This is an optimization exercise on Yosys and OpenROAD, whose aim is small area, not a production implementation.
The RTL was checked by simulation tests, not by an equivalence proof against the original design.
Power figures rest on the tool's default switching activity, not on a simulated workload. The flow treats the clock pin as an ideal source, which a real chip does not have.

## P
// sorted_table_with_prime_marks_unit
module sorted_table_with_prime_marks_unit (
    input  wire logic        clk,
    input  wire logic        rst_n,
    input  wire logic        in_valid,
    output wire logic        in_ready,
    input  wire logic [2:0]  in_operation,
    input  wire logic [31:0] in_value,
    input  wire logic [5:0]  in_position,
    output wire logic        out_valid,
    input  wire logic        out_ready,
    output wire logic [31:0] out_result_value,
    output wire logic [6:0]  out_entry_count,
    output wire logic [6:0]  out_prime_count,
    output wire logic        out_value_is_prime,
    output wire logic [1:0]  out_status
);
    localparam int Data = 1855;      
    localparam int Ring = Data;
    localparam int RecW = 28;
    localparam logic [10:0] PhLast    = 11'd1508;
    localparam logic [10:0] PhMainEnd = 11'd545;
    localparam logic [3:0] S_CLEAR = 4'd0;
    localparam logic [3:0] S_IDLE  = 4'd1;
    localparam logic [3:0] S_PRIME = 4'd2;
    localparam logic [3:0] S_WAIT  = 4'd3;
    localparam logic [3:0] S_PASS  = 4'd4;
    localparam logic [3:0] S_FIN   = 4'd5;
    localparam logic [3:0] S_CAPT  = 4'd6;
    localparam logic [3:0] S_DONE  = 4'd7;
  ...
For scale: about 2,000 flip-flops, ~96 I/O pins.
clock: 14.0 ns
lec_check: 0
cap_margin: 20
core_margin: 2
core_utilization: 60
place_density: 0.7
slew_margin: 20
standard.sh (not shown) runs the stock make flow with config.mk's settings and CLKGATE_MAP_FILE= SYNTH_SCRIPT=/design/flow/synth_recipe.tcl, a recipe that flattens the netlist after the stock synthesis.
==> flow/flow/run.sh <==
#!/bin/bash
# The standard layout (standard.sh, unchanged synthesis), with two changes:
# - each port gets a buf_1, the smallest buffer, instead of the cell that
#   buffer_ports picks by itself;
# - clock tree synthesis uses only clkbuf_16 and inserts no dummy loads.
# The output of the whole run goes to flow_standard.log in this folder (ORFS
# also keeps each step's own log under orfs/logs/).
set -euo pipefail
export BUFFER_PORTS_ARGS="-buffer_cell sky130_fd_sc_hd__buf_1"
export CTS_ARGS="-sink_clustering_enable -repair_clock_nets -dont_use_dummy_load -buf_list sky130_fd_sc_hd__clkbuf_16 -sink_clustering_size 38 -sink_clustering_max_diameter 80"
bash standard.sh > flow_standard.log 2>&1
The following lists how T was set up differently from P:
-- flow/design.v --
<<< P, line 101
    logic        tz_reg;
    logic        arm_reg;
    logic [15:0] d_reg, d_next;
    logic        is_ins, is_rem, is_asc, is_side, is_prm;
>>> T, line 101
    logic        tz_reg;
    logic        arm_reg;
    logic [1:0]  ym;
    logic [15:0] d_reg, d_next;
    logic        is_ins, is_rem, is_asc, is_side, is_prm;
<<< P, line 171
        end
    endfunction
    function automatic logic [17:0] sub17(input logic [16:0] x, input logic [16:0] z);
        logic b;
        b = 1'b0;
        for (int i = 0; i < 17; i++)
        begin
            sub17[i] = x[i] ^ z[i] ^ b;
            b = (~x[i] & z[i]) | (~(x[i] ^ z[i]) & b);
        end
        sub17[17] = b;
    endfunction
    function automatic logic lt7(input logic [6:0] x, input logic [6:0] z);
        logic b;
        b = 1'b0;
        for (int i = 0; i < 7; i++)
            b = (~x[i] & z[i]) | (~(x[i] ^ z[i]) & b);
        lt7 = b;
    endfunction
    function automatic logic lt6(input logic [5:0] x, input logic [5:0] z);
        logic b;
        b = 1'b0;
        for (int i = 0; i < 6; i++)
            b = (~x[i] & z[i]) | (~(x[i] ^ z[i]) & b);
        lt6 = b;
    endfunction
>>> T, line 172
        end
    endfunction
    function automatic logic [17:0] sub17(input logic [16:0] x, input logic [16:0] y);
        logic b;
        b = 1'b0;
        for (int i = 0; i < 17; i++)
        begin
            sub17[i] = x[i] ^ y[i] ^ b;
            b = (~x[i] & y[i]) | (~(x[i] ^ y[i]) & b);
        end
        sub17[17] = b;
    endfunction
    function automatic logic lt7(input logic [6:0] x, input logic [6:0] y);
        logic b;
        b = 1'b0;
        for (int i = 0; i < 7; i++)
            b = (~x[i] & y[i]) | (~(x[i] ^ y[i]) & b);
        lt7 = b;
    endfunction
    function automatic logic lt6(input logic [5:0] x, input logic [5:0] y);
        logic b;
        b = 1'b0;
        for (int i = 0; i < 6; i++)
            b = (~x[i] & y[i]) | (~(x[i] ^ y[i]) & b);
        lt6 = b;
    endfunction
Results
- There was hardly any difference in die extent in x between P and T.
- Re maximum frequency: no difference whatsoever between P and T.
- As far as post-synth design cell area goes, P and T are indistinguishable; the numbers are identical.
- [compare] base=P new=T: filler cell count was more or less identical; power was more or less identical; combinational group share of total power was more or less identical; via count was more or less identical.


the previous run:
sorted_table_with_prime_marks_unit, a different RTL version from the one above (not shown whole).
For scale: roughly 2600 cells after synthesis, roughly 2000 flip-flops, about 96 I/O pins, about 44000 µm² of cells after synthesis.
==> flow/config.mk <==
export PLATFORM = sky130hd
export DESIGN_NAME = sorted_table_with_prime_marks_unit
export DESIGN_NICKNAME = sorted_table_with_prime_marks_unit
export VERILOG_FILES = /design/flow/design.v
export SDC_FILE = /design/flow/constraint.sdc
export NUM_CORES = 4
export LEC_CHECK = 0
export CAP_MARGIN = 20
export CORE_MARGIN = 2
export CORE_UTILIZATION = 60
export PLACE_DENSITY = 0.7
export SLEW_MARGIN = 20
==> flow/constraint.sdc <==
create_clock -name core_clock -period 14.0 [get_ports {clk}]
set_input_delay 2.8000 -clock core_clock [delete_from_list [all_inputs] [get_ports {clk}]]
set_output_delay 2.8000 -clock core_clock [all_outputs]
set_load 0.01 [all_outputs]
==> flow/flow/run.sh <==
#!/bin/bash
# The standard layout (standard.sh, unchanged synthesis), with two changes:
# - each port gets a buf_1, the smallest buffer, instead of the cell that
#   buffer_ports picks by itself;
# - clock tree synthesis uses only clkbuf_16 and inserts no dummy loads.
# The output of the whole run goes to flow_standard.log in this folder (ORFS
# also keeps each step's own log under orfs/logs/).
set -euo pipefail
export BUFFER_PORTS_ARGS="-buffer_cell sky130_fd_sc_hd__buf_1"
export CTS_ARGS="-sink_clustering_enable -repair_clock_nets -dont_use_dummy_load -buf_list sky130_fd_sc_hd__clkbuf_16 -sink_clustering_size 36 -sink_clustering_max_diameter 70"
bash standard.sh > flow_standard.log 2>&1
Modified inputs, the current run compared to the previous run
--- a/flow/design.v
+++ b/flow/design.v
@@ -389,26 +389,29 @@
                         pass_init  = 1'b1;
                     end
                 end
             end
             S_PRIME:
             begin
                 cmp_next = (bc_reg != 5'd0) ? cmp_stp : C_EQ;
-                d_adv    = (bc_reg == 5'd0);
                 if (bc_reg == 5'd0)
                 begin
                     if (cmp_stp == C_LT)
                     begin
                         state_next = S_WAIT;
                     end
                     else if (rr == '0)
                     begin
                         ip_next    = 1'b0;
                         state_next = S_WAIT;
                     end
+                    else
+                    begin
+                        d_adv = 1'b1;
+                    end
                 end
             end
             S_WAIT:
             begin
                 if (ph_last)
                 begin
                     state_next = S_PASS;
- Looking at fraction of the cycle the final worst path needs across the current run and the previous run, the one that comes out higher is the current run.
- Compared to the previous run, the current run has first-pass GRT wire length about 4.3% lower.
- Diff the previous run -> the current run: proportion of power drawn by flip-flops and latches grew by 0.5 points, total power consumption of the routed design held steady.
- Diff the previous run -> the current run: internal power component stayed essentially flat, synthesized area has remained practically unchanged.
- Comparing the previous run with the current run, the post-layout instance count excluding filler cells came out essentially unchanged.
- Looking at via count, the current run sits about 1.1% lower than the previous run does.
- Comparing the current run with the previous run, the post-synthesis simple-gate area fraction came out essentially unchanged.
- Looking at the current run and the previous run, the maximum cell stage delay along the critical path is a wash.
- Global-route usage over all layers (the current run over the previous run): decrease, 0.95 points
- Of the current run and the previous run, the run reporting the higher post-detailed-routing wire length was the previous run.
- Compared with the previous run, the current run shows worst setup slack lower by 1.95 ns.


## rev 12
Starting RTL as in the previous note.
Settings: LEC_CHECK=0, CAP_MARGIN=20, CORE_MARGIN=2, CORE_UTILIZATION=60, PLACE_DENSITY=0.7, SLEW_MARGIN=20; clock period 14.0 ns.
==> flow/flow/run.sh <==
#!/bin/bash
# The standard layout (standard.sh, unchanged synthesis), with two changes:
# - each port gets a buf_1, the smallest buffer, instead of the cell that
#   buffer_ports picks by itself;
# - clock tree synthesis uses only clkbuf_16 and inserts no dummy loads.
# The output of the whole run goes to flow_standard.log in this folder (ORFS
# also keeps each step's own log under orfs/logs/).
set -euo pipefail
export BUFFER_PORTS_ARGS="-buffer_cell sky130_fd_sc_hd__buf_1"
export CTS_ARGS="-sink_clustering_enable -repair_clock_nets -dont_use_dummy_load -buf_list sky130_fd_sc_hd__clkbuf_16 -sink_clustering_size 38 -sink_clustering_max_diameter 74"
bash standard.sh > flow_standard.log 2>&1
Edits applied to the flow inputs when going from rev 12 to rev 13:
--- a/flow/design.v
+++ b/flow/design.v
@@ -51,26 +51,24 @@
     input  wire logic [5:0]  in_position,
     output wire logic        out_valid,
     input  wire logic        out_ready,
     output wire logic [31:0] out_result_value,
     output wire logic [6:0]  out_entry_count,
     output wire logic [6:0]  out_prime_count,
     output wire logic        out_value_is_prime,
     output wire logic [1:0]  out_status
 );
     localparam int Data = 1855;      
-    localparam int Ring = Data + 3;  
+    localparam int Ring = Data;
     localparam int RecW = 28;
-    localparam logic [10:0] PhLast     = 11'd1826;
-    localparam logic [10:0] PhDataLast = 11'd1508;
-    localparam logic [10:0] PhMainEnd  = 11'd68;
-    localparam logic [10:0] PhArm      = 11'd545;
+    localparam logic [10:0] PhLast    = 11'd1508;
+    localparam logic [10:0] PhMainEnd = 11'd545;
     localparam logic [3:0] S_CLEAR = 4'd0;
     localparam logic [3:0] S_IDLE  = 4'd1;
     localparam logic [3:0] S_PRIME = 4'd2;
     localparam logic [3:0] S_WAIT  = 4'd3;
     localparam logic [3:0] S_PASS  = 4'd4;
     localparam logic [3:0] S_FIN   = 4'd5;
     localparam logic [3:0] S_CAPT  = 4'd6;
     localparam logic [3:0] S_DONE  = 4'd7;
     localparam logic [3:0] S_RESP  = 4'd8;
     localparam logic [1:0] C_LT = 2'd0;
@@ -199,21 +197,21 @@
     endfunction
     assign is_ins  = (in_operation == 3'd0);
     assign is_rem  = (in_operation == 3'd1);
     assign is_asc  = (in_operation == 3'd2);
     assign is_side = (in_operation == 3'd3);
     assign is_prm  = (in_operation == 3'd4);
     assign m       = ring[Ring-1];
     assign a       = ring[Ring-1-RecW];
     assign ph_step = {ph_reg[9:0], ph_reg[10] ^ ph_reg[8]};
     assign ph_last = (ph_reg == PhLast);
-    assign dt_last = (ph_reg == PhDataLast);
+    assign dt_last = ph_last;
     assign mn_end  = (ph_reg == PhMainEnd);
     assign vbit    = in_value[bc_reg];
     assign veq     = (hz_reg == in_value[31:26]);
     assign target  = is_side ? {2'b0, in_position[5:1]} : {1'b0, in_position};
     assign cnt_dn  = is_side && in_position[0];
     assign cnt_stp = step7(cnt_reg, cnt_dn, 1'b1);
     assign hit     = (cnt_stp == target);
     assign beyond  = ~lt7({1'b0, in_position}, fill_reg);
     assign r_reg = t[15:0];
     assign r2    = {r_reg, vbit};
@@ -245,26 +243,27 @@
         y = y & (state_reg != S_CLEAR);
     end
     assign t_in   = (mode_reg != M_EMIT && mode_reg != M_DELAY
                      && state_reg == S_PASS && is_ins) ? token : m;
     assign t_en   = !rdok_reg || (state_reg != S_DONE && state_reg != S_RESP);
     assign r_load = (state_reg == S_PRIME)
                     || (state_reg == S_IDLE && state_next == S_PRIME);
     always_ff @(posedge clk)
     begin
         ring <= {ring[Ring-2:0], y};
+        t[RecW-1] <= t[RecW-2];
         if (t_en)
         begin
             if (r_load)
-                t <= {t[RecW-2:RecW-13], r_next};
+                t[RecW-2:0] <= {t[RecW-3:RecW-13], r_next};
             else
-                t <= {t[RecW-2:0], t_in};
+                t[RecW-2:0] <= {t[RecW-3:0], t_in};
         end
     end
     always_ff @(posedge clk or negedge rst_n)
     begin
         if (!rst_n)
         begin
             state_reg <= S_CLEAR;
             ph_reg    <= 11'd1;
             fill_reg  <= '0;
             pcnt_reg  <= '0;
@@ -283,21 +282,21 @@
         cnt_reg   <= cnt_next;
         inrec_reg <= inrec_next;
         bc_reg    <= bc_next;
         cmp_reg   <= cmp_next;
         rdok_reg  <= rdok_next;
         mode_reg  <= mode_next;
         st_reg    <= st_next;
         ip_reg    <= ip_next;
         d_reg     <= d_next;
         tz_reg    <= dt_last | (tz_reg & ~mn_end);
-        arm_reg   <= (ph_reg == PhArm) | (arm_reg & ~pass_init);
+        arm_reg   <= mn_end | (arm_reg & ~pass_init);
     end
     assign in_ready           = (state_reg == S_DONE);
     assign out_valid          = (state_reg == S_RESP);
     assign out_result_value   = {hz_reg, t[RecW-2:1] & {26{rdok_reg}}};
     assign out_entry_count    = fill_reg;
     assign out_prime_count    = pcnt_reg;
     assign out_value_is_prime = (t[0] & rdok_reg) | ip_reg;
     assign out_status         = st_reg;
     always_comb
     begin
==> summary.txt <==
Relative to rev 12, the utilization of rev 13 is lower by 0.16 points.
Rev 12 and rev 13 ended up with nearly the same internal portion of total power.
On global routing met2 resource utilization, rev 12 and rev 13 are basically level.
Diff rev 12 and rev 13: fmax higher in rev 13
Total power of rev 12 is on par with rev 13.
Number of enable-type register cells in the synthesized netlist (higher): rev 12
Summary of rev 13 over rev 12: arithmetic-cell share of the synthesized area counting full adders, half adders and majority gates flat; overall via count from detail_route down 1.0%.
Of the two candidates, rev 12 has the worse worst slew margin relative to its limit and rev 13 the better one.


== lane 1 ==
sorted_table_with_prime_marks_unit, a different RTL version from the one above (not shown whole).
Size: about 2600 cells after synthesis, about 2000 flip-flops, about 96 I/O pins, ~0.044 sq mm of cells after synthesis.
export LEC_CHECK = 0
export CAP_MARGIN = 20
export CORE_MARGIN = 2
export CORE_UTILIZATION = 60
export PLACE_DENSITY = 0.7
export SLEW_MARGIN = 20
create_clock -name core_clock -period 14.0 [get_ports {clk}]
==> flow/flow/run.sh <==
#!/bin/bash
# The standard layout (standard.sh, unchanged synthesis), with two changes:
# - each port gets a buf_1, the smallest buffer, instead of the cell that
#   buffer_ports picks by itself;
# - clock tree synthesis uses only clkbuf_16 and inserts no dummy loads.
# The output of the whole run goes to flow_standard.log in this folder (ORFS
# also keeps each step's own log under orfs/logs/).
set -euo pipefail
export BUFFER_PORTS_ARGS="-buffer_cell sky130_fd_sc_hd__buf_1"
export CTS_ARGS="-sink_clustering_enable -repair_clock_nets -dont_use_dummy_load -buf_list sky130_fd_sc_hd__clkbuf_16 -sink_clustering_size 36 -sink_clustering_max_diameter 70"
bash standard.sh > flow_standard.log 2>&1
Every stage of the flow completed for lane 1, and the final layout passed the timing, DRC and antenna checks.
The following lists how lane 2 was set up differently from lane 1:
diff --git a/flow/design.v b/flow/design.v
--- a/flow/design.v
+++ b/flow/design.v
@@ -231,19 +231,20 @@
     begin
         case (mode_reg)
             M_EMIT:  y = (bc_reg == 5'd31) ? ip_reg : vbit;
             M_DELAY: y = t[RecW-1];
             M_LOOK:  y = a & ~tz_reg;
             default: y = ins_now | m;
         endcase
         y = y & (state_reg != S_CLEAR);
     end
-    assign t_in   = (mode_reg == M_NORM && state_reg == S_PASS && is_ins) ? token : m;
+    assign t_in   = (mode_reg != M_EMIT && mode_reg != M_DELAY
+                     && state_reg == S_PASS && is_ins) ? token : m;
     assign t_en   = !rdok_reg || (state_reg != S_DONE && state_reg != S_RESP);
     assign r_load = (state_reg == S_PRIME)
                     || (state_reg == S_IDLE && state_next == S_PRIME);
     always_ff @(posedge clk)
     begin
         ring <= {ring[Ring-2:0], y};
         if (t_en)
         begin
             if (r_load)
@@ -343,19 +344,19 @@
                     d_next     = 16'd2;
                     cmp_next   = C_EQ;
                     if (is_ins)
                     begin
                         if (fill_reg[6])
                         begin
                             st_next    = 2'd2;
                             state_next = S_DONE;
                         end
-                        else if (mode_reg != M_NORM)
+                        else if (mode_reg == M_EMIT || mode_reg == M_DELAY)
                         begin
                             state_next = S_IDLE;
                         end
                         else if (~in_value[31] && (|in_value[30:1]))
                         begin
                             ip_next    = 1'b1;
                             state_next = S_PRIME;
                         end
                     end
@@ -402,19 +403,19 @@
             begin
                 if (ph_last)
                 begin
                     state_next = S_PASS;
                     pass_init  = 1'b1;
                 end
             end
             S_PASS:
             begin
-                if (is_ins && mode_reg != M_NORM)
+                if (is_ins && (mode_reg == M_EMIT || mode_reg == M_DELAY))
                 begin
                 end
                 else if (!inrec_reg)
                 begin
                     if (a)
                     begin
                         inrec_next = 1'b1;
                         bc_next    = 5'd25;
                         if (lt6({~hz_reg[5], hz_reg[4:0]}, {~in_value[31], in_value[30:26]}))
@@ -432,51 +433,60 @@
                 else if (bc_reg != 5'd31)
                 begin
                     cmp_next = cmp_stp;
                 end
                 else
                 begin
                     inrec_next = 1'b0;
                     if (is_rem)
                     begin
-                        if (cmp_reg == C_EQ && mode_reg == M_NORM)
+                        if (cmp_reg == C_EQ)
                         begin
-                            mode_next = M_LOOK;
-                            fill_next = step7(fill_reg, 1'b1, 1'b1);
-                            pcnt_next = step7(pcnt_reg, 1'b1, a);
+                            mode_next  = M_LOOK;
+                            fill_next  = step7(fill_reg, 1'b1, 1'b1);
+                            pcnt_next  = step7(pcnt_reg, 1'b1, a);
+                            state_next = S_DONE;
+                        end
+                        else if (cmp_reg == C_GT)
+                        begin
+                            state_next = S_DONE;
+                            st_next    = 2'd1;
                         end
                     end
                     else if (!is_ins && (!is_prm || a))
                     begin
                         cnt_next = cnt_stp;
                         if (hit)
                         begin
                             state_next = S_CAPT;
                             rdok_next  = 1'b1;
                             bc_next    = 5'd27;
                         end
                     end
                 end
                 if (ins_now)
                     bc_next = 5'd25;
+                if (is_ins && mode_reg == M_DELAY)
+                begin
+                    state_next = S_DONE;
+                    fill_next  = step7(fill_reg, 1'b0, 1'b1);
+                    pcnt_next  = step7(pcnt_reg, 1'b0, ip_reg);
+                end
                 if (dt_last && state_next == S_PASS)
                 begin
                     if (is_ins)
                     begin
                         state_next = S_FIN;
                     end
                     else
                     begin
                         state_next = S_DONE;
-                        if (is_rem)
-                            st_next = (mode_next == M_LOOK) ? 2'd0 : 2'd1;
-                        else
-                            st_next = 2'd3;
+                        st_next    = is_rem ? 2'd1 : 2'd3;
                     end
                 end
             end
             S_FIN:
             begin
                 if (mode_reg == M_DELAY || mn_end)
                 begin
                     state_next = S_DONE;
                     fill_next  = step7(fill_reg, 1'b0, 1'b1);
Notes after the runs:
Diff lane 1 and lane 2: wire length higher in lane 1
Cell type of the slowest stage on the worst timing path = sky130_fd_sc_hd__nor3_1: lane 1; cell type of the slowest stage on the worst timing path = sky130_fd_sc_hd__a211oi_4: lane 2
Cell area after placement (higher): lane 2
Higher data required time at the worst endpoint among lane 1 and lane 2: lane 1
Leakage power of the design was lower in lane 1 than in lane 2.
Basic-gate share of the synthesized area counting and, or, nand and nor cells in lane 2 vs lane 1: down 0.20 points
Sequential cell area share: lane 2 vs lane 1 down 0.89 points
Taking lane 1 as the reference, in lane 2 register-to-register path setup slack picked up an extra 0.62 ns, total standard cell area after synthesis went up 1.1%.

afterwards: timing with drivers on the ports:
No port has a modelled driver above. Below, the same layouts with a new extraction and two added sets of constraints. Step 1, drivers: a clkbuf_16 drives clk and a buf_2 each remaining input, both assumed. Step 2 times the ports against the registers' clock, not the clock port: input delays grow and output delays shrink by t, the midpoint of the rising clock arrivals with the driver on. Three values: no drivers, after step 1, after step 2; two values: the first two.
| run | shift t [ns] | setup WS [ns] | worst setup path at the end |
|---|---|---|---|
| P | 0.681 | 3.487 / 3.525 / 2.844 | input to register |
| T | 0.681 | 3.487 / 3.525 / 2.844 | input to register |
| the previous run | 0.654 | 2.851 / 2.888 / 2.234 | input to register |
| the current run | 0.652 | 0.898 / 0.933 / 0.281 | input to register |
| rev 12 | 0.651 | 2.867 / 2.900 / 2.249 | input to register |
| rev 13 | 0.654 | 3.440 / 3.479 / 2.825 | input to register |
| lane 1 | 0.655 | 2.350 / 2.390 / 1.735 | input to register |
| lane 2 | 0.661 | 2.920 / 2.963 / 2.302 | input to register |
After both steps setup and hold are still met in every run listed.
